Context: an optimization exercise on an open-source flow, tuned for small area, a short achievable clock period and few clock cycles per item. The choices shown serve that exercise and are no tape-out recipe.
In this exercise RTL edits were held to simulation tests only and were not proved equivalent to the original.
Power and IR drop assume default switching activity.

Setup of red:
## sph_harmonic_norm_const_core
module sph_harmonic_norm_const_core
#(
    parameter int DEGREE_BOUND = 2047
)
(
    input  logic               clk,
    input  logic               rst_n,
    input  logic               start,
    output logic               busy,
    input  logic [sphn_pkg::FIELD_W-1:0] degree,
    input  logic [sphn_pkg::FIELD_W-1:0] order,
    input  logic               cfg_we,
    input  logic [sphn_pkg::FIELD_W-1:0] cfg_wdata,
    output logic               done,
    output logic [63:0]        factor_bits,
    output logic               range_error
);
For scale: roughly 5,300 cells after synthesis, about 520 flip-flops, roughly 100 I/O pins, about 0.036 mm2 of cells after synthesis.
Settings: LEC_CHECK=0, ABC_AREA=1, CAP_MARGIN=20, CORE_MARGIN=2, CORE_UTILIZATION=50, PLACE_DENSITY=0.75, SETUP_SLACK_MARGIN=5.0, SLEW_MARGIN=20; clock period 8.0 ns.
run.sh (not shown) runs the stock make flow with config.mk's settings and CLKGATE_MAP_FILE= SYNTH_SCRIPT=/design/flow/synth_recipe.tcl, a recipe that flattens the netlist after the stock synthesis.
Testbench counts of red, summed over its fixed seeds: cycles 602,796, requests 384.
Changes in blue relative to red:
Settings: swapping 50 for 60 in CORE_UTILIZATION; swapping 0.75 for 0.85 in PLACE_DENSITY.
## What came out
Compared with red, blue shows a minimum clock period after layout that is 0.059 ns higher.
Compared with red, blue shows a lower placed cell count.
Share of the clock period used by the worst path, blue and red, lower one = red.
What green does differently from blue at the input level:
Settings: CORE_UTILIZATION changed from 60 to 50; CTS_BUF_LIST newly set to sky130_fd_sc_hd__clkbuf_8; PLACE_DENSITY changed from 0.85 to 0.75.
==> comparison <==
Looking at worst setup path endpoint, the range_error result is from green; the fE[8] one comes from blue. Per the comparison of green with blue, time the worst path needs with I/O delays and setup lost 0.099 ns; fraction of the core area covered by cells at the end of the flow fell 10 points; multi-input gate share of total cell area went up; synthesized area saw little to no change. The slowest library cell on the worst path comes out edfxtp_1 in one run and nor4_4 in the other, namely in green and blue respectively.
Changes in orange relative to green:
Settings: removing CTS_BUF_LIST (formerly sky130_fd_sc_hd__clkbuf_8); changing PLACE_DENSITY from 0.75 to 0.8; changing CORE_UTILIZATION from 50 to 55; changing SETUP_SLACK_MARGIN from 5.0 to 4.5.
### Flow results
- Looking at the reports, green completed the entire flow and the layout it produced met the timing, DRC and antenna checks.
- The flow did not stop early for orange: all stages ran, and the layout cleared the timing, DRC and antenna checks.
- The clock network area share in orange sits 0.46 points above the value recorded for green.
- Cmp orange vs green: wire length lower in orange
- In terms of iteration count of the initial detailed-routing pass, green and orange differ only marginally.
- Static leakage: orange vs green down about 7.5%
- Summary — combinational power, orange relative to green: lower, by about 10%.
- On internal power component: between green and orange, it ends up higher for green.
- Taking green over orange, the highest clock rate ratio works out to 1.11.
- Wire length on met1 (orange over green): decrease, 5.2%
- Switching part of the total, green and orange, lower one = orange.
- Fraction of standard cell area in multi-input logic is lower on orange
- Via density per instance in orange vs green: up 1.4%

---

== job 101 ==
Another version of the RTL of sph_harmonic_norm_const_core (not shown whole).
clock: 8.0 ns
lec_check: 0
cap_margin: 20
core_margin: 2
core_utilization: 40
slew_margin: 20
Job 101 went all the way through synthesis, placement and routing and the layout is clean on timing, DRC and antenna.
Testbench counts of job 101, summed over its fixed seeds: cycles 603,180, requests 384.
Changes in job 102 relative to job 101:
Settings: ABC_AREA: unset -> 1.
Notes after the runs:
- Comparing the two runs side by side, job 102 comes out behind job 101 on worst slew slack as a fraction of its limit.
- Die area delta for job 102 relative to job 101: 8200 um2 higher
- Clock share of power: job 102 higher than job 101
- Final setup slack of the worst path: job 102 higher than job 101
- Mean number of vias per cell in job 102 is 4.4% below job 101.
- Job 102 reports a lower fraction of the mapped netlist area in compound gates than job 101 does.
- Of the two values seen for end point of the critical path, dR[13] was produced by job 102 and dR[7] by job 101.
- Post-synthesis sequential area ratio is lower on job 102
- Summary of job 102 over job 101: switching power as a share of total power increased 3.5 points, arrival time of the worst setup path decreased 0.04 ns, die width increased about 4.5%, via count increased 23%.

==> static timing again, ports no longer ideal <==
In the flow no input, the clock included, has a driving cell. The finished layouts below were timed again as built, in two steps. Step 1, drivers: a clkbuf_16 drives clk and a buf_2 each remaining input, both assumed. Step 2 moves the port delays by t, midway between the first and last clock arrival at a register: inputs arrive t later, outputs are due t later. That takes back most of the time a late clock gives input paths. Slacks: no drivers / after step 1 / after step 2; pairs: no drivers / after step 1.
run | t (ns) | setup slack, ns | hold WS [ns] | slew at the worst register clock pin (ns) | worst slew at a driven data input, ns
red | 0.718 | 4.928 / 4.928 / 4.401 | 0.428 / 0.428 / 0.428 | 0.07 / 0.07 | 0.05
blue | 0.720 | 4.870 / 4.870 / 4.389 | 0.444 / 0.444 / 0.444 | 0.07 / 0.07 | 0.05
green | 0.781 | 4.969 / 4.903 / 4.423 | 0.426 / 0.426 / 0.426 | 0.07 / 0.07 | 0.04
orange | 0.716 | 4.621 / 4.554 / 3.982 | 0.434 / 0.434 / 0.434 | 0.07 / 0.07 | 0.07
job 101 | 0.667 | 2.786 / 2.786 / 2.786 | 0.427 / 0.427 / 0.427 | 0.06 / 0.06 | 0.06
job 102 | 0.702 | 2.859 / 2.859 / 2.859 | 0.443 / 0.443 / 0.443 | 0.06 / 0.06 | 0.05
After both steps setup and hold are still met in every run listed. For orange, which loses most, drivers alone change the setup slack by -0.067 ns; drivers and shift together by -0.639 ns.
